This design comes from an exercise in tuning for small area and a short achievable clock period on the open sky130 flow, not from production work. Function was checked by simulation only, so behaviour that the tests miss may differ from the original. No activity file was given, so power comes from the tool's default toggle rates.

==> design.v <==
module echo_path_emulator #(
  parameter int DATA_WIDTH    = 16,
  parameter int MAX_DELAY     = 256,
  parameter int DEFAULT_DELAY = 16,
  parameter int DEFAULT_GAIN  = 16384
) (
  input  logic                          clk,
  input  logic                          rst,
  input  logic                          sample_valid,
  input  logic signed [DATA_WIDTH-1:0]  near_signal,
  input  logic signed [DATA_WIDTH-1:0]  far_signal,
  input  logic                          cfg_valid,
  input  logic [$clog2(MAX_DELAY)-1:0]  cfg_delay,
  input  logic signed [15:0]            cfg_gain,
  output logic                          cfg_ready,
  output logic signed [DATA_WIDTH-1:0]  input_signal,
  output logic signed [DATA_WIDTH-1:0]  echo_signal,
  output logic                          out_valid
);
  localparam int AW = $clog2(MAX_DELAY);
  localparam int NS = MAX_DELAY - 2;       
  logic                  run;              
  logic [AW-1:0]         flush_cnt;
  logic [15:0]           dhi_n, dlo_n;      
  logic [15:0]           gain;
  logic                  accept;
  logic [16*NS-1:0]      sr;
  assign accept = sample_valid & run;
  always_ff @(posedge clk) begin
    if (!run || sample_valid)
      sr <= {sr[16*NS-17:0], (run ? far_signal : 16'h0000)};
  end
  always_ff @(posedge clk) begin
    if (rst) begin
      run       <= 1'b0;
      flush_cnt <= '0;
      dhi_n     <= ~(16'(1) << (DEFAULT_DELAY / 16));
      dlo_n     <= ~(16'(1) << (DEFAULT_DELAY % 16));
      gain      <= 16'(DEFAULT_GAIN);
    end else if (!run) begin
      flush_cnt <= flush_cnt + 1'b1;
      if (&flush_cnt) run <= 1'b1;
    end else if (cfg_valid) begin
      dhi_n     <= ~(16'(1) << cfg_delay[7:4]);
      dlo_n     <= ~(16'(1) << cfg_delay[3:0]);
      gain      <= cfg_gain;
      run       <= 1'b0;
    end
  end
  assign cfg_ready = run;
  logic [MAX_DELAY-1:0]  tap_sel;
  always_comb begin
    for (int k = 0; k < MAX_DELAY; k++)
      tap_sel[k] = ~(dhi_n[k / 16] | dlo_n[k % 16]);
  end
  logic [15:0]           tap_sr, tap_d, tap_q;
  logic                  tapmin_d, tapmin_q;
  logic [15:0][84:0]     tap_n;
  for (genvar b = 0; b < 16; b++) begin : g_tap_bit
    for (genvar g = 0; g < 84; g++) begin : g_tap_grp
      epe_ao222 u_ao (
        .a0(sr[16*(3*g)+b]), .a1(sr[16*(3*g+1)+b]), .a2(sr[16*(3*g+2)+b]),
        .s0(tap_sel[3*g+2]), .s1(tap_sel[3*g+3]), .s2(tap_sel[3*g+4]),
        .y(tap_n[b][g])
      );
    end
    epe_ao22 u_ao_last (
      .a0(sr[16*252+b]), .a1(sr[16*253+b]),
      .s0(tap_sel[254]), .s1(tap_sel[255]),
      .y(tap_n[b][84])
    );
    assign tap_sr[b] = ~&tap_n[b];
  end
  assign tap_d    = ({16{tap_sel[1]}} & far_signal) | tap_sr;
  assign tapmin_d = (tap_d == 16'h8000);
  always_ff @(posedge clk) begin
    if (!run) begin
      tap_q    <= '0;
      tapmin_q <= 1'b0;
    end else if (sample_valid) begin
      tap_q    <= tap_d;
      tapmin_q <= tapmin_d;
    end
  end
  logic [15:0] x;
  assign x = tap_sel[0] ? far_signal : tap_q;
  logic gmin, far_min, flag;
  assign gmin    = (gain == 16'h8000);
  assign far_min = (far_signal == 16'h8000);
  assign flag    = (gmin & tap_sel[0] & far_min) | (gmin & ~tap_sel[0] & tapmin_q);
  logic [7:0] bone, btwo, bneg;
  always_comb begin
    for (int i = 0; i < 8; i++) begin
      logic g2, g1, g0;
      g2 = gain[2*i+1];
      g1 = gain[2*i];
      g0 = (i == 0) ? 1'b0 : gain[2*i-1];
      bone[i] = g1 ^ g0;
      btwo[i] = (g2 & ~g1 & ~g0) | (~g2 & g1 & g0);
      bneg[i] = g2 & ~(g1 & g0);
    end
  end
  logic [16:0] xe;
  assign xe  = {x[15], x};
  logic [16:0] pp0, pp1, pp2, pp3, pp4, pp5, pp6, pp7, pp7r;
  assign pp0 = ((xe  & {17{bone[0]}}) | ({xe[15:0],  1'b0} & {17{btwo[0]}})) ^ {17{bneg[0]}};
  assign pp1 = ((xe  & {17{bone[1]}}) | ({xe[15:0],  1'b0} & {17{btwo[1]}})) ^ {17{bneg[1]}};
  assign pp2 = ((xe  & {17{bone[2]}}) | ({xe[15:0],  1'b0} & {17{btwo[2]}})) ^ {17{bneg[2]}};
  assign pp3 = ((xe  & {17{bone[3]}}) | ({xe[15:0],  1'b0} & {17{btwo[3]}})) ^ {17{bneg[3]}};
  assign pp4 = ((xe  & {17{bone[4]}}) | ({xe[15:0],  1'b0} & {17{btwo[4]}})) ^ {17{bneg[4]}};
  assign pp5 = ((xe  & {17{bone[5]}}) | ({xe[15:0],  1'b0} & {17{btwo[5]}})) ^ {17{bneg[5]}};
  assign pp6 = ((xe  & {17{bone[6]}}) | ({xe[15:0],  1'b0} & {17{btwo[6]}})) ^ {17{bneg[6]}};
  assign pp7r = ((xe  & {17{bone[7]}}) | ({xe[15:0],  1'b0} & {17{btwo[7]}})) ^ {17{bneg[7]}};
  assign pp7 = {pp7r[16:2], pp7r[1] & ~flag, pp7r[0]};
  logic [1:0][31:0] cs_d;
  logic s1, c2, s3, c4, s5, c6, s7, c8, s9, c10, s11, c12;
  logic s13, c14, s15, c16, s17, c18, s19, c20, s21, c22, s23, c24;
  logic s25, c26, s27, c28, s29, c30, s31, c32, s33, c34, s35, c36;
  logic s37, c38, s39, c40, s41, c42, s43, c44, s45, c46, s47, c48;
  logic s49, c50, s51, c52, s53, c54, s55, c56, s57, c58, s59, c60;
  logic s61, c62, s63, c64, s65, c66, s67, c68, s69, c70, s71, c72;
  logic s73, c74, s75, c76, s77, c78, s79, c80, s81, c82, s83, c84;
  logic s85, c86, s87, c88, s89, c90, s91, c92, s93, c94, s95, c96;
  logic s97, c98, s99, c100, s101, c102, s103, c104, s105, c106, s107, c108;
  logic s109, c110, s111, c112, s113, c114, s115, c116, s117, c118, s119, c120;
  logic s121, c122, s123, c124, s125, c126, s127, c128, s129, c130, s131, c132;
  logic s133, c134, s135, c136, s137, c138, s139, c140, s141, c142, s143, c144;
  logic s145, c146, s147, c148, s149, c150, s151, c152, s153, c154, s155, c156;
  logic s157, c158, s159, c160, s161, c162, s163, c164, s165, c166, s167, c168;
  logic s169, c170, s171, c172, s173, c174, s175, c176, s177, c178, s179, c180;
  logic s181, c182, s183, c184, s185, c186, s187, c188, s189, c190, s191, c192;
  logic s193, c194, s195, c196, s197, c198, s199, c200, s201, c202, s203, c204;
  logic s205, c206, s207, c208, s209, c210, s211, c212, s213, c214, s215, c216;
  logic s217, c218, s219, c220, s221, c222, s223, c224, s225, c226, s227, c228;
  logic s229, c230, s231, c232, s233, c234, s235, c236, s237, c238, s239, c240;
  logic s241, c242, s243, c244, s245, c246, s247, c248, s249, c250, s251, c252;
  logic s253, c254, s255, c256;
  assign s1 = bneg[1] ^ pp0[2];
  assign c2 = bneg[1] & pp0[2];
  assign s3 = pp0[3] ^ pp1[1];
  assign c4 = pp0[3] & pp1[1];
  assign s5 = bneg[2] ^ pp0[4] ^ pp1[2];
  assign c6 = (bneg[2] & pp0[4]) | (bneg[2] & pp1[2]) | (pp0[4] & pp1[2]);
  assign s7 = pp2[0] ^ c4;
  assign c8 = pp2[0] & c4;
  assign s9 = pp0[5] ^ pp1[3] ^ pp2[1];
  assign c10 = (pp0[5] & pp1[3]) | (pp0[5] & pp2[1]) | (pp1[3] & pp2[1]);
  assign s11 = c8 ^ c6;
  assign c12 = c8 & c6;
  assign s13 = bneg[3] ^ pp0[6] ^ pp1[4];
  assign c14 = (bneg[3] & pp0[6]) | (bneg[3] & pp1[4]) | (pp0[6] & pp1[4]);
  assign s15 = pp2[2] ^ pp3[0] ^ c10;
  assign c16 = (pp2[2] & pp3[0]) | (pp2[2] & c10) | (pp3[0] & c10);
  assign s17 = s13 ^ c12;
  assign c18 = s13 & c12;
  assign s19 = pp0[7] ^ pp1[5] ^ pp2[3];
  assign c20 = (pp0[7] & pp1[5]) | (pp0[7] & pp2[3]) | (pp1[5] & pp2[3]);
  assign s21 = pp3[1] ^ c14 ^ s19;
  assign c22 = (pp3[1] & c14) | (pp3[1] & s19) | (c14 & s19);
  assign s23 = c18 ^ c16;
  assign c24 = c18 & c16;
  assign s25 = bneg[4] ^ pp0[8] ^ pp1[6];
  assign c26 = (bneg[4] & pp0[8]) | (bneg[4] & pp1[6]) | (pp0[8] & pp1[6]);
  assign s27 = pp2[4] ^ pp3[2] ^ pp4[0];
  assign c28 = (pp2[4] & pp3[2]) | (pp2[4] & pp4[0]) | (pp3[2] & pp4[0]);
  assign s29 = c20 ^ s25 ^ s27;
  assign c30 = (c20 & s25) | (c20 & s27) | (s25 & s27);
  assign s31 = c22 ^ s29;
  assign c32 = c22 & s29;
  assign s33 = pp0[9] ^ pp1[7] ^ pp2[5];
  assign c34 = (pp0[9] & pp1[7]) | (pp0[9] & pp2[5]) | (pp1[7] & pp2[5]);
  assign s35 = pp3[3] ^ pp4[1] ^ c26;
  assign c36 = (pp3[3] & pp4[1]) | (pp3[3] & c26) | (pp4[1] & c26);
  assign s37 = c28 ^ s33 ^ c30;
  assign c38 = (c28 & s33) | (c28 & c30) | (s33 & c30);
  assign s39 = s35 ^ c32;
  assign c40 = s35 & c32;
  assign s41 = bneg[5] ^ pp0[10] ^ pp1[8];
  assign c42 = (bneg[5] & pp0[10]) | (bneg[5] & pp1[8]) | (pp0[10] & pp1[8]);
  assign s43 = pp2[6] ^ pp3[4] ^ pp4[2];
  assign c44 = (pp2[6] & pp3[4]) | (pp2[6] & pp4[2]) | (pp3[4] & pp4[2]);
  assign s45 = pp5[0] ^ c34 ^ s41;
  assign c46 = (pp5[0] & c34) | (pp5[0] & s41) | (c34 & s41);
  assign s47 = s43 ^ c36 ^ s45;
  assign c48 = (s43 & c36) | (s43 & s45) | (c36 & s45);
  assign s49 = c38 ^ c40;
  assign c50 = c38 & c40;
  assign s51 = pp0[11] ^ pp1[9] ^ pp2[7];
  assign c52 = (pp0[11] & pp1[9]) | (pp0[11] & pp2[7]) | (pp1[9] & pp2[7]);
  assign s53 = pp3[5] ^ pp4[3] ^ pp5[1];
  assign c54 = (pp3[5] & pp4[3]) | (pp3[5] & pp5[1]) | (pp4[3] & pp5[1]);
  assign s55 = c42 ^ c44 ^ s51;
  assign c56 = (c42 & c44) | (c42 & s51) | (c44 & s51);
  assign s57 = s53 ^ c46 ^ s55;
  assign c58 = (s53 & c46) | (s53 & s55) | (c46 & s55);
  assign s59 = c48 ^ s57;
  assign c60 = c48 & s57;
  assign s61 = bneg[6] ^ pp0[12] ^ pp1[10];
  assign c62 = (bneg[6] & pp0[12]) | (bneg[6] & pp1[10]) | (pp0[12] & pp1[10]);
  assign s63 = pp2[8] ^ pp3[6] ^ pp4[4];
  assign c64 = (pp2[8] & pp3[6]) | (pp2[8] & pp4[4]) | (pp3[6] & pp4[4]);
  assign s65 = pp5[2] ^ pp6[0] ^ c52;
  assign c66 = (pp5[2] & pp6[0]) | (pp5[2] & c52) | (pp6[0] & c52);
  assign s67 = c54 ^ s61 ^ s63;
  assign c68 = (c54 & s61) | (c54 & s63) | (s61 & s63);
  assign s69 = c56 ^ s65 ^ s67;
  assign c70 = (c56 & s65) | (c56 & s67) | (s65 & s67);
  assign s71 = c58 ^ s69;
  assign c72 = c58 & s69;
  assign s73 = pp0[13] ^ pp1[11] ^ pp2[9];
  assign c74 = (pp0[13] & pp1[11]) | (pp0[13] & pp2[9]) | (pp1[11] & pp2[9]);
  assign s75 = pp3[7] ^ pp4[5] ^ pp5[3];
  assign c76 = (pp3[7] & pp4[5]) | (pp3[7] & pp5[3]) | (pp4[5] & pp5[3]);
  assign s77 = pp6[1] ^ c62 ^ c64;
  assign c78 = (pp6[1] & c62) | (pp6[1] & c64) | (c62 & c64);
  assign s79 = s73 ^ s75 ^ c66;
  assign c80 = (s73 & s75) | (s73 & c66) | (s75 & c66);
  assign s81 = c68 ^ s77 ^ s79;
  assign c82 = (c68 & s77) | (c68 & s79) | (s77 & s79);
  assign s83 = c70 ^ c72;
  assign c84 = c70 & c72;
  assign s85 = bneg[7] ^ pp0[14] ^ pp1[12];
  assign c86 = (bneg[7] & pp0[14]) | (bneg[7] & pp1[12]) | (pp0[14] & pp1[12]);
  assign s87 = pp2[10] ^ pp3[8] ^ pp4[6];
  assign c88 = (pp2[10] & pp3[8]) | (pp2[10] & pp4[6]) | (pp3[8] & pp4[6]);
  assign s89 = pp5[4] ^ pp6[2] ^ pp7[0];
  assign c90 = (pp5[4] & pp6[2]) | (pp5[4] & pp7[0]) | (pp6[2] & pp7[0]);
  assign s91 = c74 ^ c76 ^ s85;
  assign c92 = (c74 & c76) | (c74 & s85) | (c76 & s85);
  assign s93 = s87 ^ s89 ^ c78;
  assign c94 = (s87 & s89) | (s87 & c78) | (s89 & c78);
  assign s95 = s91 ^ c80 ^ s93;
  assign c96 = (s91 & c80) | (s91 & s93) | (c80 & s93);
  assign s97 = c82 ^ s95;
  assign c98 = c82 & s95;
  assign s99 = near_signal[0] ^ pp0[15] ^ pp1[13];
  assign c100 = (near_signal[0] & pp0[15]) | (near_signal[0] & pp1[13]) | (pp0[15] & pp1[13]);
  assign s101 = pp2[11] ^ pp3[9] ^ pp4[7];
  assign c102 = (pp2[11] & pp3[9]) | (pp2[11] & pp4[7]) | (pp3[9] & pp4[7]);
  assign s103 = pp5[5] ^ pp6[3] ^ c86;
  assign c104 = (pp5[5] & pp6[3]) | (pp5[5] & c86) | (pp6[3] & c86);
  assign s105 = c88 ^ c90 ^ s99;
  assign c106 = (c88 & c90) | (c88 & s99) | (c90 & s99);
  assign s107 = s101 ^ pp7[1] ^ c92;
  assign c108 = (s101 & pp7[1]) | (s101 & c92) | (pp7[1] & c92);
  assign s109 = s103 ^ s105 ^ c94;
  assign c110 = (s103 & s105) | (s103 & c94) | (s105 & c94);
  assign s111 = s107 ^ c96 ^ s109;
  assign c112 = (s107 & c96) | (s107 & s109) | (c96 & s109);
  assign s113 = 1'b1 ^ near_signal[1] ^ ~pp0[16];
  assign c114 = (1'b1 & near_signal[1]) | (1'b1 & ~pp0[16]) | (near_signal[1] & ~pp0[16]);
  assign s115 = pp1[14] ^ pp2[12] ^ pp3[10];
  assign c116 = (pp1[14] & pp2[12]) | (pp1[14] & pp3[10]) | (pp2[12] & pp3[10]);
  assign s117 = pp4[8] ^ pp5[6] ^ pp6[4];
  assign c118 = (pp4[8] & pp5[6]) | (pp4[8] & pp6[4]) | (pp5[6] & pp6[4]);
  assign s119 = pp7[2] ^ c100 ^ c102;
  assign c120 = (pp7[2] & c100) | (pp7[2] & c102) | (c100 & c102);
  assign s121 = s113 ^ s115 ^ s117;
  assign c122 = (s113 & s115) | (s113 & s117) | (s115 & s117);
  assign s123 = c104 ^ c106 ^ s119;
  assign c124 = (c104 & c106) | (c104 & s119) | (c106 & s119);
  assign s125 = s121 ^ c108 ^ s123;
  assign c126 = (s121 & c108) | (s121 & s123) | (c108 & s123);
  assign s127 = c110 ^ s125;
  assign c128 = c110 & s125;
  assign s129 = 1'b1 ^ near_signal[2] ^ pp1[15];
  assign c130 = (1'b1 & near_signal[2]) | (1'b1 & pp1[15]) | (near_signal[2] & pp1[15]);
  assign s131 = pp2[13] ^ pp3[11] ^ pp4[9];
  assign c132 = (pp2[13] & pp3[11]) | (pp2[13] & pp4[9]) | (pp3[11] & pp4[9]);
  assign s133 = pp5[7] ^ pp6[5] ^ pp7[3];
  assign c134 = (pp5[7] & pp6[5]) | (pp5[7] & pp7[3]) | (pp6[5] & pp7[3]);
  assign s135 = c114 ^ c116 ^ c118;
  assign c136 = (c114 & c116) | (c114 & c118) | (c116 & c118);
  assign s137 = s129 ^ s131 ^ s133;
  assign c138 = (s129 & s131) | (s129 & s133) | (s131 & s133);
  assign s139 = c120 ^ c122 ^ s135;
  assign c140 = (c120 & c122) | (c120 & s135) | (c122 & s135);
  assign s141 = s137 ^ c124 ^ s139;
  assign c142 = (s137 & c124) | (s137 & s139) | (c124 & s139);
  assign s143 = c126 ^ s141;
  assign c144 = c126 & s141;
  assign s145 = near_signal[3] ^ ~pp1[16] ^ pp2[14];
  assign c146 = (near_signal[3] & ~pp1[16]) | (near_signal[3] & pp2[14]) | (~pp1[16] & pp2[14]);
  assign s147 = pp3[12] ^ pp4[10] ^ pp5[8];
  assign c148 = (pp3[12] & pp4[10]) | (pp3[12] & pp5[8]) | (pp4[10] & pp5[8]);
  assign s149 = pp6[6] ^ pp7[4] ^ c130;
  assign c150 = (pp6[6] & pp7[4]) | (pp6[6] & c130) | (pp7[4] & c130);
  assign s151 = c132 ^ c134 ^ s145;
  assign c152 = (c132 & c134) | (c132 & s145) | (c134 & s145);
  assign s153 = s147 ^ c136 ^ c138;
  assign c154 = (s147 & c136) | (s147 & c138) | (c136 & c138);
  assign s155 = s149 ^ s151 ^ c140;
  assign c156 = (s149 & s151) | (s149 & c140) | (s151 & c140);
  assign s157 = s153 ^ c142 ^ s155;
  assign c158 = (s153 & c142) | (s153 & s155) | (c142 & s155);
  assign s159 = 1'b1 ^ near_signal[4] ^ pp2[15];
  assign c160 = (1'b1 & near_signal[4]) | (1'b1 & pp2[15]) | (near_signal[4] & pp2[15]);
  assign s161 = pp3[13] ^ pp4[11] ^ pp5[9];
  assign c162 = (pp3[13] & pp4[11]) | (pp3[13] & pp5[9]) | (pp4[11] & pp5[9]);
  assign s163 = pp6[7] ^ pp7[5] ^ c146;
  assign c164 = (pp6[7] & pp7[5]) | (pp6[7] & c146) | (pp7[5] & c146);
  assign s165 = c148 ^ s159 ^ s161;
  assign c166 = (c148 & s159) | (c148 & s161) | (s159 & s161);
  assign s167 = c150 ^ c152 ^ s163;
  assign c168 = (c150 & c152) | (c150 & s163) | (c152 & s163);
  assign s169 = s165 ^ c154 ^ s167;
  assign c170 = (s165 & c154) | (s165 & s167) | (c154 & s167);
  assign s171 = c156 ^ s169;
  assign c172 = c156 & s169;
  assign s173 = near_signal[5] ^ ~pp2[16] ^ pp3[14];
  assign c174 = (near_signal[5] & ~pp2[16]) | (near_signal[5] & pp3[14]) | (~pp2[16] & pp3[14]);
  assign s175 = pp4[12] ^ pp5[10] ^ pp6[8];
  assign c176 = (pp4[12] & pp5[10]) | (pp4[12] & pp6[8]) | (pp5[10] & pp6[8]);
  assign s177 = pp7[6] ^ c160 ^ c162;
  assign c178 = (pp7[6] & c160) | (pp7[6] & c162) | (c160 & c162);
  assign s179 = s173 ^ s175 ^ c164;
  assign c180 = (s173 & s175) | (s173 & c164) | (s175 & c164);
  assign s181 = c166 ^ s177 ^ c168;
  assign c182 = (c166 & s177) | (c166 & c168) | (s177 & c168);
  assign s183 = s179 ^ c170 ^ s181;
  assign c184 = (s179 & c170) | (s179 & s181) | (c170 & s181);
  assign s185 = 1'b1 ^ near_signal[6] ^ pp3[15];
  assign c186 = (1'b1 & near_signal[6]) | (1'b1 & pp3[15]) | (near_signal[6] & pp3[15]);
  assign s187 = pp4[13] ^ pp5[11] ^ pp6[9];
  assign c188 = (pp4[13] & pp5[11]) | (pp4[13] & pp6[9]) | (pp5[11] & pp6[9]);
  assign s189 = pp7[7] ^ c174 ^ c176;
  assign c190 = (pp7[7] & c174) | (pp7[7] & c176) | (c174 & c176);
  assign s191 = s185 ^ s187 ^ c178;
  assign c192 = (s185 & s187) | (s185 & c178) | (s187 & c178);
  assign s193 = s189 ^ c180 ^ s191;
  assign c194 = (s189 & c180) | (s189 & s191) | (c180 & s191);
  assign s195 = c182 ^ s193;
  assign c196 = c182 & s193;
  assign s197 = near_signal[7] ^ ~pp3[16] ^ pp4[14];
  assign c198 = (near_signal[7] & ~pp3[16]) | (near_signal[7] & pp4[14]) | (~pp3[16] & pp4[14]);
  assign s199 = pp5[12] ^ pp6[10] ^ pp7[8];
  assign c200 = (pp5[12] & pp6[10]) | (pp5[12] & pp7[8]) | (pp6[10] & pp7[8]);
  assign s201 = c186 ^ c188 ^ s197;
  assign c202 = (c186 & c188) | (c186 & s197) | (c188 & s197);
  assign s203 = s199 ^ c190 ^ s201;
  assign c204 = (s199 & c190) | (s199 & s201) | (c190 & s201);
  assign s205 = c192 ^ s203 ^ c194;
  assign c206 = (c192 & s203) | (c192 & c194) | (s203 & c194);
  assign s207 = 1'b1 ^ near_signal[8] ^ pp4[15];
  assign c208 = (1'b1 & near_signal[8]) | (1'b1 & pp4[15]) | (near_signal[8] & pp4[15]);
  assign s209 = pp5[13] ^ pp6[11] ^ pp7[9];
  assign c210 = (pp5[13] & pp6[11]) | (pp5[13] & pp7[9]) | (pp6[11] & pp7[9]);
  assign s211 = c198 ^ c200 ^ s207;
  assign c212 = (c198 & c200) | (c198 & s207) | (c200 & s207);
  assign s213 = s209 ^ c202 ^ s211;
  assign c214 = (s209 & c202) | (s209 & s211) | (c202 & s211);
  assign s215 = c204 ^ s213;
  assign c216 = c204 & s213;
  assign s217 = near_signal[9] ^ ~pp4[16] ^ pp5[14];
  assign c218 = (near_signal[9] & ~pp4[16]) | (near_signal[9] & pp5[14]) | (~pp4[16] & pp5[14]);
  assign s219 = pp6[12] ^ pp7[10] ^ c208;
  assign c220 = (pp6[12] & pp7[10]) | (pp6[12] & c208) | (pp7[10] & c208);
  assign s221 = c210 ^ s217 ^ c212;
  assign c222 = (c210 & s217) | (c210 & c212) | (s217 & c212);
  assign s223 = s219 ^ c214 ^ s221;
  assign c224 = (s219 & c214) | (s219 & s221) | (c214 & s221);
  assign s225 = 1'b1 ^ near_signal[10] ^ pp5[15];
  assign c226 = (1'b1 & near_signal[10]) | (1'b1 & pp5[15]) | (near_signal[10] & pp5[15]);
  assign s227 = pp6[13] ^ pp7[11] ^ c218;
  assign c228 = (pp6[13] & pp7[11]) | (pp6[13] & c218) | (pp7[11] & c218);
  assign s229 = s225 ^ c220 ^ s227;
  assign c230 = (s225 & c220) | (s225 & s227) | (c220 & s227);
  assign s231 = c222 ^ s229;
  assign c232 = c222 & s229;
  assign s233 = near_signal[11] ^ ~pp5[16] ^ pp6[14];
  assign c234 = (near_signal[11] & ~pp5[16]) | (near_signal[11] & pp6[14]) | (~pp5[16] & pp6[14]);
  assign s235 = pp7[12] ^ c226 ^ s233;
  assign c236 = (pp7[12] & c226) | (pp7[12] & s233) | (c226 & s233);
  assign s237 = c228 ^ s235 ^ c230;
  assign c238 = (c228 & s235) | (c228 & c230) | (s235 & c230);
  assign s239 = 1'b1 ^ near_signal[12] ^ pp6[15];
  assign c240 = (1'b1 & near_signal[12]) | (1'b1 & pp6[15]) | (near_signal[12] & pp6[15]);
  assign s241 = pp7[13] ^ c234 ^ s239;
  assign c242 = (pp7[13] & c234) | (pp7[13] & s239) | (c234 & s239);
  assign s243 = c236 ^ s241;
  assign c244 = c236 & s241;
  assign s245 = near_signal[13] ^ ~pp6[16] ^ pp7[14];
  assign c246 = (near_signal[13] & ~pp6[16]) | (near_signal[13] & pp7[14]) | (~pp6[16] & pp7[14]);
  assign s247 = c240 ^ s245 ^ c242;
  assign c248 = (c240 & s245) | (c240 & c242) | (s245 & c242);
  assign s249 = 1'b1 ^ near_signal[14] ^ pp7[15];
  assign c250 = (1'b1 & near_signal[14]) | (1'b1 & pp7[15]) | (near_signal[14] & pp7[15]);
  assign s251 = c246 ^ s249;
  assign c252 = c246 & s249;
  assign s253 = 1'b1 ^ ~near_signal[15] ^ ~pp7[16];
  assign c254 = (1'b1 & ~near_signal[15]) | (1'b1 & ~pp7[16]) | (~near_signal[15] & ~pp7[16]);
  assign s255 = c250 ^ s253;
  assign c256 = c250 & s253;
  assign cs_d[0] = {c254, c252, c248, c244, c238, c232, c224, c216, c206, c196, c184, c172, c158, c144, c128, c112, c98, c84, s81, c60, c50, s47, s37, c24, s21, s15, s9, s5, c2, pp1[0], pp0[1], pp0[0]};
  assign cs_d[1] = {c256, s255, s251, s247, s243, s237, s231, s223, s215, s205, s195, s183, s171, s157, s143, s127, s111, s97, s83, s71, s59, s49, s39, s31, s23, s17, s11, s7, s3, s1, 1'b0, bneg[0]};
  logic [31:0] p_d, g_d, g0_d, p0_d, g1_d, p1_d;
  logic [31:0] p_q, g1_q, p1_q;
  assign p_d  = cs_d[0] ^ cs_d[1];
  assign g_d  = cs_d[0] & cs_d[1];
  assign g0_d = g_d | (p_d & {g_d[30:0], 1'b0});
  assign p0_d = p_d & {p_d[30:0], 1'b1};
  logic [31:0] gm_d, pm_d;
  assign gm_d = g0_d | (p0_d & {g0_d[29:0], 2'b00});
  assign pm_d = p0_d & {p0_d[29:0], 2'b11};
  assign g1_d = gm_d | (pm_d & {gm_d[27:0], 4'b0000});
  assign p1_d = pm_d & {pm_d[27:0], 4'b1111};
  always_ff @(posedge clk) begin
    if (rst) begin
      p_q  <= '0;
      g1_q <= '0;
      p1_q <= '0;
    end else if (accept) begin
      p_q  <= p_d;
      g1_q <= g1_d;
      p1_q <= p1_d;
    end
  end
  always_ff @(posedge clk) begin
    if (rst) begin
      echo_signal <= '0;
      out_valid   <= 1'b0;
    end else begin
      out_valid <= accept;
      if (accept) echo_signal <= far_signal;
    end
  end
  logic [2:0][31:0] kg, kp;
  assign kg[0] = g1_q;
  assign kp[0] = p1_q;
  for (genvar l = 0; l < 2; l++) begin : g_ks
    for (genvar i = 0; i < 32; i++) begin : g_ks_bit
      if (i >= (8 << l)) begin : g_op
        assign kg[l+1][i] = kg[l][i] | (kp[l][i] & kg[l][i-(8<<l)]);
        assign kp[l+1][i] = kp[l][i] & kp[l][i-(8<<l)];
      end else begin : g_pass
        assign kg[l+1][i] = kg[l][i];
        assign kp[l+1][i] = kp[l][i];
      end
    end
  end
  logic [31:0] sum;
  logic [16:0] r;
  assign sum = p_q ^ {kg[2][30:0], 1'b0};
  assign r   = sum[31:15];
  assign input_signal[15] = r[16];
  for (genvar k = 0; k < 5; k++) begin : g_sat
    epe_sat3 u_sat (.s16(r[16]), .s15(r[15]), .v(r[3*k +: 3]), .y(input_signal[3*k +: 3]));
  end
endmodule
module epe_ao222 (
  input  logic a0, a1, a2,
  input  logic s0, s1, s2,
  output logic y
);
  assign y = ~((a0 & s0) | (a1 & s1) | (a2 & s2));
endmodule
module epe_ao22 (
  input  logic a0, a1,
  input  logic s0, s1,
  output logic y
);
  assign y = ~((a0 & s0) | (a1 & s1));
endmodule
module epe_sat3 (
  input  logic       s16, s15,
  input  logic [2:0] v,
  output logic [2:0] y
);
  assign y = (s16 == s15) ? v : {3{~s16}};
endmodule
==> flow/run.sh <==
#!/bin/bash
# Own layout flow: the standard flow with the standard synthesis unchanged, and three
# changes to how the layout is made:
#  * the port buffers are buf_4 rather than the delay buffer that buffer_ports picks by
#    itself (every input and output still gets its own buffer);
#  * clock tree synthesis without dummy loads, with clkbuf_8 buffers and clusters of at most
#    16 sinks within 65 um (as in config.mk).
# ORFS writes each tool's full log under orfs/logs/; make's own output goes to make.log.
set -euo pipefail
bash standard.sh SETUP_SLACK_MARGIN=9 \
  "BUFFER_PORTS_ARGS=-buffer_cell sky130_fd_sc_hd__buf_4" \
  "CTS_ARGS=-sink_clustering_enable -repair_clock_nets -dont_use_dummy_load -buf_list sky130_fd_sc_hd__clkbuf_8 -sink_clustering_size 16 -sink_clustering_max_diameter 65" \
  finish > make.log 2>&1
==> standard.sh <==
#!/bin/bash
# synth_recipe.tcl (not shown) runs the flow's synth.tcl, then flattens the netlist and writes it again
# the make line also repeats each setting of config.mk as NAME=value (left out here)
make -C /OpenROAD-flow-scripts/flow DESIGN_CONFIG=/design/flow/config.mk WORK_HOME=/design/flow/orfs CLKGATE_MAP_FILE= SYNTH_SCRIPT=/design/flow/synth_recipe.tcl "${@:-finish}"
==> config.mk <==
export PLATFORM = sky130hd
export DESIGN_NAME = echo_path_emulator
export DESIGN_NICKNAME = echo_path_emulator
export VERILOG_FILES = /design/flow/design.v
export SDC_FILE = /design/flow/constraint.sdc
export NUM_CORES = 4
export LEC_CHECK = 0
export CAP_MARGIN = 20
export CELL_PAD_IN_SITES_DETAIL_PLACEMENT = 1
export CELL_PAD_IN_SITES_GLOBAL_PLACEMENT = 1
export CORE_MARGIN = 2
export CORE_UTILIZATION = 30
export CTS_BUF_LIST = sky130_fd_sc_hd__clkbuf_8
export CTS_CLUSTER_DIAMETER = 65
export CTS_CLUSTER_SIZE = 16
export PLACE_DENSITY = 0.42
export SETUP_SLACK_MARGIN = 5
export SLEW_MARGIN = 20
export SYNTH_HIERARCHICAL = 1
export SYNTH_MEMORY_MAX_BITS = 8192
==> constraint.sdc <==
create_clock -name core_clock -period 15.0 [get_ports {clk}]
set_input_delay 3.0000 -clock core_clock [delete_from_list [all_inputs] [get_ports {clk}]]
set_output_delay 3.0000 -clock core_clock [all_outputs]
set_load 0.01 [all_outputs]
==> impl_metrics.py, run 1 <==
metrics = {
    "synth": {
        "syn_area_sq_um": 153000,
        "ys.flop_type": "edfxtp_1",
        "syn_area_per_cell_sq_um": 19.5,
        "netlist_instances": 7840,
        "yosysSeqAreaShare_pct": 81.8,
        "synth_edf_count": 4064,
        "synth_warnings": 7,
        "synth_nets": 8065,
        "synth_cell_type_count": 60,
        "ys_ff_latch": 4226,
        "async_flop_share_pct": 0,
    },
    "clocking": {
        "cts_buffers": 389,
        "clk_pin_slew_ns": 0.10,
        "cts_buffer_depth": 4,
        "clockRootBuffer": "clkbuf_8",
        "insertion_delay_ns": 1.21,
        "clock_sinks": 4226,
        "cts_tree": "built",
        "hold_buffers": 0,
        "htree_levels": 5,
    },
    "floorplanning": {
        "rows": 262,
        "die_w_um": 718,
        "pin_count": 94,
        "die-area_sq_um": 516000,
        "fp.dieH_um": 718,
        "start_util_pct": 30.1,
        "core_area_sq_um": 509000,
    },
    "place": {
        "place.detailed.hpwl_um": 393000,
        "dp_slack_ns": 6.56,
        "portBuffers": 93,
        "place.gp.congestion": 0.847,
    },
    "drt": {
        "remaining_drc_errors": 0,
        "dr.pass1.iters": 13,
        "viasPerCell": 5.80,
        "wl_um": 572000,
        "avgRoutedWirePerCell_um": 37.0,
        "vias": 89500,
        "drtIter0Drc": 17200,
        "drtAntennaViolNets": 0,
    },
    "pwr": {
        "sw_frac_of_total_pct": 20.9,
        "ir_worst_vdd_mv": 0.0749,
        "power.switching_mw": 3.98,
        "power_frac_seq_pct": 66.8,
        "pwr-share-clk_pct": 32.5,
        "total_power_mw": 19.1,
        "power.density_nw_per_um2": 110,
        "leakage_nw": 65.3,
        "p_int_mw": 15.1,
        "pwr-share-comb_pct": 0.7,
    },
    "run_status": {
        "outcome": "timing/DRC/antenna clean",
    },
    "timing": {
        "timing.final.crit_share_pct": 41.9,
        "slew_viol_final": 0,
        "finClkSkew_ns": 0.121,
        "fin_tns_setup_ns": 0,
        "worst_slack_ns": 8.72,
        "fmax_mhz": 159,
        "period_needed_ns": 6.28,
        "maxSlewHeadroom_pct": 12.9,
        "hold_viol": 0,
        "setup_viol": 0,
        "fin_hold_ws_ns": 0.380,
        "max_slew.worst_pin.slew_ns": 1.29,
        "grt_setup_unrepaired": "true",
    },
    "global_routing": {
        "grt_pass1_vias": 89000,
        "grtUsageTotal_pct": 21.4,
        "overflow": 0,
        "grt_pass1_wl_um": 780000,
        "grt_max_degree": 187,
        "antenna_found_initial": 63,
    },
    "critical_path": {
        "cp_common_cell": "fa_2",
        "crit_type": "in -> reg",
        "crit_chain": "buf_16 > mux2_4 > buf_12 > buf_12 > a22oi_2 > xnor2_2 > fa_2 > fa_2 > fa_1 > fa_2 > fa_1 > inv_2 > ha_4 > a21o_1 > a21oi_2 > nand2_1 > o21ai_1 > o31a_1 > nor2_1",
        "cp-end-kind": "flop",
        "cpMaxStageDelayCell": "fa_1",
        "crit_required_ns": 16.01,
        "worstPathArrival_ns": 7.30,
        "worstPathMaxFanout": 6,
        "reg2reg_slack_ns": 9.07,
        "critPathLaunchType": "primary input",
        "crit_path_max_incr_delay_ns": 0.55,
    },
    "final_layout": {
        "drive_gt1_share_pct": 15.8,
        "syn2layout_area_growth_pct": 13.2,
        "regArea_sq_um": 125000,
        "multiInputGateArea_sq_um": 28300,
        "final_common_cell": "edfxtp_1",
        "layout_common_cells": "4,064 x edfxtp_1, 1,344 x a222oi_1, 533 x buf_4",
        "final_nets": 8909,
        "nFillCells": 50500,
    },
    "job": {
        "max-cap-violations": 0,
    },
    "min_path": {
        "hp-class": "reg -> reg",
    },
}
-- power by group through the flow --
stage | clock (mW) | combinational (mW) | sequential, mW
6_report | 6.19 | 0.140 | 12.7
3_3_place_gp | 0 | 0.0987 | 13.0
5_1_grt | 6.80 | 0.152 | 12.7
4_1_cts | 6.46 | 0.125 | 12.7
2_1_floorplan | 0 | 0.0508 | 13.0
3_5_place_dp | 0 | 0.0993 | 13.0
-- cell families after synthesis --
logic type | share of synthesized area [%]
adder cells (fa/ha/maj) | 1.82
buffers and inverters | 0.777
AND/OR/NAND/NOR | 3.76
flip-flops | 81.8
XOR/XNOR | 0.904
multiplexers | 0.127
AO/OA/AOI/OAI | 10.8
-- Yosys cell counts (68+ instances only) --
cell | count | area [sq um]
nand4_1 | 341 | 2130
fa_1 | 97 | 1940
xnor2_1 | 98 | 858
a222oi_1 | 1344 | 13500
dfxtp_1 | 162 | 3240
nor4_1 | 89 | 557
clkbuf_1 | 129 | 484
nand2_1 | 244 | 916
a22oi_1 | 124 | 931
ha_1 | 68 | 851
a21oi_1 | 104 | 521
inv_1 | 131 | 492
edfxtp_1 | 4064 | 122000
nor2_1 | 409 | 1540
-- critical path: cells and delay by family --
family | cells | cell delay (ns)
adders and majority gates | 6 | 2.35
xor gates and xnor gates | 1 | 0.11
buffers and inverters | 4 | 0.47
AOI/OAI and AO/OA | 5 | 0.87
muxes | 1 | 0.32
and+or+nand+nor | 2 | 0.13
-- final cells by class --
cell class,instances,share of cell area [%]
tap,6732,4.86
sequential,4226,72.3
clock buffer,389,3.09
timing repair buffer,620,3.02
multi-input combinational,3314,16.4
antenna,25,0.0361
inverter,133,0.290
-- worst paths after layout --
| path | start | depth (start not counted) | to |
|---|---|---|---|
| worst min-delay path | sr[402] | 0 | sr[418] |
| worst max-delay path | far_signal[8] | 19 | g1_q[23] |
| worst max register to register | dlo_n[4] | 11 | tapmin_q |
| worst min register to register | sr[402] | 0 | sr[418] |
-- routing by layer --
layer	routed length (um)	part of all wire [%]	track usage [%]
met1	244000	43	30.6
met2	269000	47	34.3
met3	42000	7.4	3.06
met4	16500	2.9	5.46
met5	69	0.012	0
-- modules after synthesis (local to each module, per instance) --
module | cell area (sq um) | flops+latches | copies in the design | cells inside
epe_sat3 | 37.5 | 0 | 5 | 9
epe_ao222 | 10.0 | 0 | 1344 | 1
echo_path_emulator | 139000 | 4226 | 1 | 6435
epe_ao22 | 12.5 | 0 | 16 | 1
-- flip-flops by register name, summed over array words and instances, names as in the netlist, 8 cells and up --
| signal | flops |
|---|---|
| dhi_n | 16 |
| p_q | 17 |
| gain | 16 |
| p1_q | 23 |
| dlo_n | 16 |
| flush_cnt | 8 |
| tap_q | 16 |
| sr | 4064 |
| echo_signal | 16 |
| g1_q | 31 |
-- timing repair --
item	4_1_cts	5_1_grt
buffers inserted	65	15
setup endpoints to repair	65	100
resized for setup	230	152
pin swaps	123	82
cloned	2	1
endpoints found under the hold margin	0	0
-- through the flow --
stage	instances	cell area [sq um]	utilization [%]
global placement	14900	165000	32.5
global route	15400	173000	34.0
detailed placement	14900	165000	32.5
finish	15400	173000	34.0
floorplan	7840	153000	-
CTS	15400	172000	33.9
==> run 2: changes to the inputs <==
--- a/design.v
+++ b/design.v
@@ -82,12 +82,11 @@
       tapmin_q <= tapmin_d;
     end
   end
-  logic [15:0] x;
-  assign x = tap_sel[0] ? far_signal : tap_q;
-  logic gmin, far_min, flag;
+  logic dz, gmin, far_min, flag;
+  assign dz      = tap_sel[0];
   assign gmin    = (gain == 16'h8000);
   assign far_min = (far_signal == 16'h8000);
-  assign flag    = (gmin & tap_sel[0] & far_min) | (gmin & ~tap_sel[0] & tapmin_q);
+  assign flag    = (gmin & dz & far_min) | (gmin & ~dz & tapmin_q);
   logic [7:0] bone, btwo, bneg;
   always_comb begin
     for (int i = 0; i < 8; i++) begin
@@ -100,17 +99,41 @@
       bneg[i] = g2 & ~(g1 & g0);
     end
   end
-  logic [16:0] xe;
-  assign xe  = {x[15], x};
+  logic [7:0] s1fp, s2fp, s1fn, s2fn, s1tp, s2tp, s1tn, s2tn;
+  always_comb begin
+    for (int i = 0; i < 8; i++) begin
+      s1fp[i] = dz  & bone[i] & ~bneg[i];
+      s2fp[i] = dz  & btwo[i] & ~bneg[i];
+      s1fn[i] = dz  & bone[i] &  bneg[i];
+      s2fn[i] = dz  & btwo[i] &  bneg[i];
+      s1tp[i] = ~dz & bone[i] & ~bneg[i];
+      s2tp[i] = ~dz & btwo[i] & ~bneg[i];
+      s1tn[i] = ~dz & bone[i] &  bneg[i];
+      s2tn[i] = ~dz & btwo[i] &  bneg[i];
+    end
+  end
+  logic [17:0] fe, te;
+  assign fe = {far_signal[15], far_signal, 1'b0};
+  assign te = {tap_q[15], tap_q, 1'b0};
+  logic [7:0][16:0] ppf_n, ppt_n, ppa;
+  for (genvar i = 0; i < 8; i++) begin : g_pp_row
+    for (genvar j = 0; j < 17; j++) begin : g_pp_bit
+      assign ppf_n[i][j] = ~((s1fp[i] & fe[j+1]) | (s2fp[i] & fe[j]) |
+                             (s1fn[i] & ~fe[j+1]) | (s2fn[i] & ~fe[j]));
+      assign ppt_n[i][j] = ~((s1tp[i] & te[j+1]) | (s2tp[i] & te[j]) |
+                             (s1tn[i] & ~te[j+1]) | (s2tn[i] & ~te[j]));
+      assign ppa[i][j]   = ~(ppf_n[i][j] & ppt_n[i][j]);
+    end
+  end
   logic [16:0] pp0, pp1, pp2, pp3, pp4, pp5, pp6, pp7, pp7r;
-  assign pp0 = ((xe  & {17{bone[0]}}) | ({xe[15:0],  1'b0} & {17{btwo[0]}})) ^ {17{bneg[0]}};
-  assign pp1 = ((xe  & {17{bone[1]}}) | ({xe[15:0],  1'b0} & {17{btwo[1]}})) ^ {17{bneg[1]}};
-  assign pp2 = ((xe  & {17{bone[2]}}) | ({xe[15:0],  1'b0} & {17{btwo[2]}})) ^ {17{bneg[2]}};
-  assign pp3 = ((xe  & {17{bone[3]}}) | ({xe[15:0],  1'b0} & {17{btwo[3]}})) ^ {17{bneg[3]}};
-  assign pp4 = ((xe  & {17{bone[4]}}) | ({xe[15:0],  1'b0} & {17{btwo[4]}})) ^ {17{bneg[4]}};
-  assign pp5 = ((xe  & {17{bone[5]}}) | ({xe[15:0],  1'b0} & {17{btwo[5]}})) ^ {17{bneg[5]}};
-  assign pp6 = ((xe  & {17{bone[6]}}) | ({xe[15:0],  1'b0} & {17{btwo[6]}})) ^ {17{bneg[6]}};
-  assign pp7r = ((xe  & {17{bone[7]}}) | ({xe[15:0],  1'b0} & {17{btwo[7]}})) ^ {17{bneg[7]}};
+  assign pp0  = ppa[0];
+  assign pp1  = ppa[1];
+  assign pp2  = ppa[2];
+  assign pp3  = ppa[3];
+  assign pp4  = ppa[4];
+  assign pp5  = ppa[5];
+  assign pp6  = ppa[6];
+  assign pp7r = ppa[7];
   assign pp7 = {pp7r[16:2], pp7r[1] & ~flag, pp7r[0]};
   logic [1:0][31:0] cs_d;
   logic s1, c2, s3, c4, s5, c6, s7, c8, s9, c10, s11, c12;
@@ -402,8 +425,11 @@
   logic [31:0] gm_d, pm_d;
   assign gm_d = g0_d | (p0_d & {g0_d[29:0], 2'b00});
   assign pm_d = p0_d & {p0_d[29:0], 2'b11};
-  assign g1_d = gm_d | (pm_d & {gm_d[27:0], 4'b0000});
-  assign p1_d = pm_d & {pm_d[27:0], 4'b1111};
+  logic [31:0] gn_d, pn_d;
+  assign gn_d = gm_d | (pm_d & {gm_d[27:0], 4'b0000});
+  assign pn_d = pm_d & {pm_d[27:0], 4'b1111};
+  assign g1_d = gn_d | (pn_d & {gn_d[23:0], 8'h00});
+  assign p1_d = pn_d & {pn_d[23:0], 8'hff};
   always_ff @(posedge clk) begin
     if (rst) begin
       p_q  <= '0;
@@ -424,14 +450,14 @@
       if (accept) echo_signal <= far_signal;
     end
   end
-  logic [2:0][31:0] kg, kp;
+  logic [1:0][31:0] kg, kp;
   assign kg[0] = g1_q;
   assign kp[0] = p1_q;
-  for (genvar l = 0; l < 2; l++) begin : g_ks
+  for (genvar l = 0; l < 1; l++) begin : g_ks
     for (genvar i = 0; i < 32; i++) begin : g_ks_bit
-      if (i >= (8 << l)) begin : g_op
-        assign kg[l+1][i] = kg[l][i] | (kp[l][i] & kg[l][i-(8<<l)]);
-        assign kp[l+1][i] = kp[l][i] & kp[l][i-(8<<l)];
+      if (i >= (16 << l)) begin : g_op
+        assign kg[l+1][i] = kg[l][i] | (kp[l][i] & kg[l][i-(16<<l)]);
+        assign kp[l+1][i] = kp[l][i] & kp[l][i-(16<<l)];
       end else begin : g_pass
         assign kg[l+1][i] = kg[l][i];
         assign kp[l+1][i] = kp[l][i];
@@ -440,7 +466,7 @@
   end
   logic [31:0] sum;
   logic [16:0] r;
-  assign sum = p_q ^ {kg[2][30:0], 1'b0};
+  assign sum = p_q ^ {kg[1][30:0], 1'b0};
   assign r   = sum[31:15];
   assign input_signal[15] = r[16];
   for (genvar k = 0; k < 5; k++) begin : g_sat
==> impl_metrics.py, run 2 <==
metrics = {
    "drt": {
        "avgRoutedWirePerCell_um": 36.5,
        "wl_um": 572000,
        "drtAntennaViolNets": 0,
        "vias": 91300,
        "drtIter0Drc": 18500,
        "remaining_drc_errors": 0,
        "viasPerCell": 5.83,
        "dr.pass1.iters": 13,
    },
    "final_layout": {
        "largest_reg_flops": 4064,
        "final_common_cell": "edfxtp_1",
        "design_area_sq_um": 175000,
        "fin_util_pct": 34.0,
        "drive_gt1_share_pct": 15.8,
        "final_nets": 9132,
        "layout_common_cells": "4,064 x edfxtp_1, 1,344 x a222oi_1, 618 x buf_4",
        "syn2layout_area_growth_pct": 13.1,
        "top_regs": "sr (4064), g1_q (31), p_q (17)",
        "top_register": "sr",
        "fin_cells": 15700,
    },
    "floorplanning": {
        "fp.dieH_um": 721,
        "die_w_um": 721,
        "pin_count": 94,
        "start_util_pct": 30.1,
        "rows": 263,
        "die-area_sq_um": 520000,
        "core_area_sq_um": 513000,
    },
    "place": {
        "place.detailed.hpwl_um": 384000,
        "place.gp.congestion": 0.829,
        "placement.cell_area_sq_um": 167000,
        "portBuffers": 93,
        "dp_slack_ns": 6.35,
        "dp.cells": 15100,
    },
    "timing": {
        "hold_viol": 0,
        "maxSlewHeadroom_pct": 14.9,
        "setup_viol": 0,
        "grt_setup_unrepaired": "true",
        "fin_tns_setup_ns": 0,
        "slew_viol_final": 0,
        "worst_slack_ns": 8.51,
        "timing.final.crit_share_pct": 43.2,
        "fin_hold_ws_ns": 0.361,
        "max_slew.worst_pin.slew_ns": 1.28,
        "finClkSkew_ns": 0.117,
        "fmax_mhz": 154,
        "period_needed_ns": 6.49,
    },
    "clocking": {
        "cts_buffers": 381,
        "clockRootBuffer": "clkbuf_8",
        "htree_levels": 5,
        "clk_pin_slew_ns": 0.10,
        "clock_sinks": 4218,
        "cts_tree": "built",
        "cts_buffer_depth": 4,
        "hold_buffers": 0,
        "insertion_delay_ns": 1.16,
    },
    "synth": {
        "synthDominantCellAreaShare_pct": 79.1,
        "synth_edf_count": 4064,
        "synth.most_common_cell": "edfxtp_1",
        "ys.flop_type": "edfxtp_1",
        "yosysSeqAreaShare_pct": 81.1,
        "syn_area_per_cell_sq_um": 19.2,
        "netlist_instances": 8021,
        "synth_warnings": 7,
        "yosys.area.top_type": "edfxtp_1",
        "synth_cell_type_count": 73,
        "syn_area_sq_um": 154000,
        "synth_nets": 8246,
        "ys_ff_latch": 4218,
        "synth_commonest_cells": "4,064 x edfxtp_1, 1,344 x a222oi_1, 486 x nor2_1, 354 x nand4_1, 234 x nand2_1",
        "synth_area_leaders": "edfxtp_1 79%, a222oi_1 8.7%, dfxtp_1 2.0%",
        "async_flop_share_pct": 0,
    },
    "global_routing": {
        "grt_pass1_wl_um": 784000,
        "grt_pass1_vias": 90300,
        "antenna_found_initial": 57,
        "grtUsageTotal_pct": 21.4,
        "overflow": 0,
        "grt_max_degree": 172,
    },
    "min_path": {
        "min_from": "sr[2794]",
        "hp-class": "reg -> reg",
    },
    "pwr": {
        "total_power_mw": 19.0,
        "ir_worst_vdd_mv": 0.0687,
        "power.density_nw_per_um2": 109,
        "leakage_nw": 65.8,
    },
    "critical_path": {
        "crit_required_ns": 16.03,
        "crit_type": "in -> reg",
        "crit_start": "far_signal[8]",
        "r2r_start": "gain[9]",
        "worstPathArrival_ns": 7.51,
        "worstPathMaxFanout": 7,
        "cp-end-kind": "flop",
        "critPathLaunchType": "primary input",
    },
    "job": {
        "max-cap-violations": 0,
    },
    "run_status": {
        "outcome": "timing/DRC/antenna clean",
    },
}
run 2: modules after synthesis, one instance, submodules excluded:
module,cells,cell area [sq um],times used,flops+latches
echo_path_emulator,6616,140000,1,4218
epe_ao22,1,12.5,16,0
epe_ao222,1,10.0,1344,0
epe_sat3,9,37.5,5,0
run 2: cells by family after synthesis:
logic type	share of synthesized area, %
muxes	0.273
xor gates and xnor gates	0.891
adders and majority gates	1.81
buffers and inverters	0.839
AOI/OAI and AO/OA	11.1
DFF	81.1
and+or+nand+nor	4.03
run 2: critical path: stages:
cell,delay [ns]
buf_16,0.13
mux2i_4,0.25
buf_6,0.14
buf_6,0.12
nor2_1,0.04
a221o_1,0.31
fa_2,0.59
inv_1,0.06
fa_1,0.50
inv_1,0.06
fa_2,0.39
fa_2,0.50
ha_4,0.33
a21oi_4,0.06
o21bai_1,0.13
a21o_1,0.17
a21o_1,0.12
a21oi_1,0.06
or2_2,0.28
a311oi_1,0.23
run 2: where the power goes:
group / total, mW / leakage [nW] / internal, mW / switching [mW]
Clock: 6.10 / 2.74 / 2.26 / 3.85
Sequential: 12.7 / 51.4 / 12.7 / 0.0140
Combinational: 0.162 / 11.7 / 0.0641 / 0.0977
run 2: per-layer routing:
metal | global-route usage (%) | vias to the layer above | wire [um]
met4 | 4.76 | 20 | 14200
met2 | 33.5 | 4229 | 263000
met1 | 31.3 | 49500 | 250000
li1 | - | 37000 | -
met5 | 0 | - | 116
met3 | 3.30 | 565 | 44600
run 2: layout make-up:
cell class              instances  area (sq um)
inverters                     124           468
flip-flops and latches       4218        125000
multi-input cells            3479         29300
repair buffers                703          5900
clock buffers                 381          5240
fillers                     50800        338000
diodes                          6          15.0
well taps                    6757          8450
run 2: final timing paths:
| kind | to | slack (ns) | cells after the start |
|---|---|---|---|
| setup / recovery | g1_q[28] | 8.51 | 20 |
| hold / removal | sr[2810] | 0.36 | 0 |
| setup reg to reg | g1_q[28] | 8.86 | 25 |
| hold reg to reg | sr[2810] | 0.36 | 0 |
run 2: what timing repair did:
item                       4_1_cts  5_1_grt
setup endpoints to repair       49      355
gates resized for setup        214       94
buffers inserted                93       31
cloned                           5        0
pin swaps                       89       76

==> re-timing with driven ports <==
The results above use ideal ports. As a check the final layouts listed here were re-extracted and re-timed, cells and wires unchanged.
Step 1 sets driving cells, clkbuf_16 on the clock port and buf_2 on the other inputs (assumed; they add their load-dependent delay and slew).
Step 2, shift: input delay + t, output delay - t, t = (earliest + latest rising clock arrival at the registers) / 2. This alone moves slack from input paths to output paths.
Three values: ideal ports, drivers, drivers and shift; two values: the first two.
run	t (ns)	setup WS [ns]	latest minus earliest clock arrival (ns)	worst register clock-pin slew, ns	pins driven straight from the clock port
run 1	1.256	8.718 / 8.775 / 7.519	0.146 / 0.146	0.11 / 0.11	1
run 2	1.241	8.514 / 8.537 / 7.296	0.177 / 0.176	0.11 / 0.11	1
After both steps setup and hold are still met in every run listed. The setup slack of run 2, which loses most, moves by +0.023 ns with the drivers and by -1.218 ns with both steps.
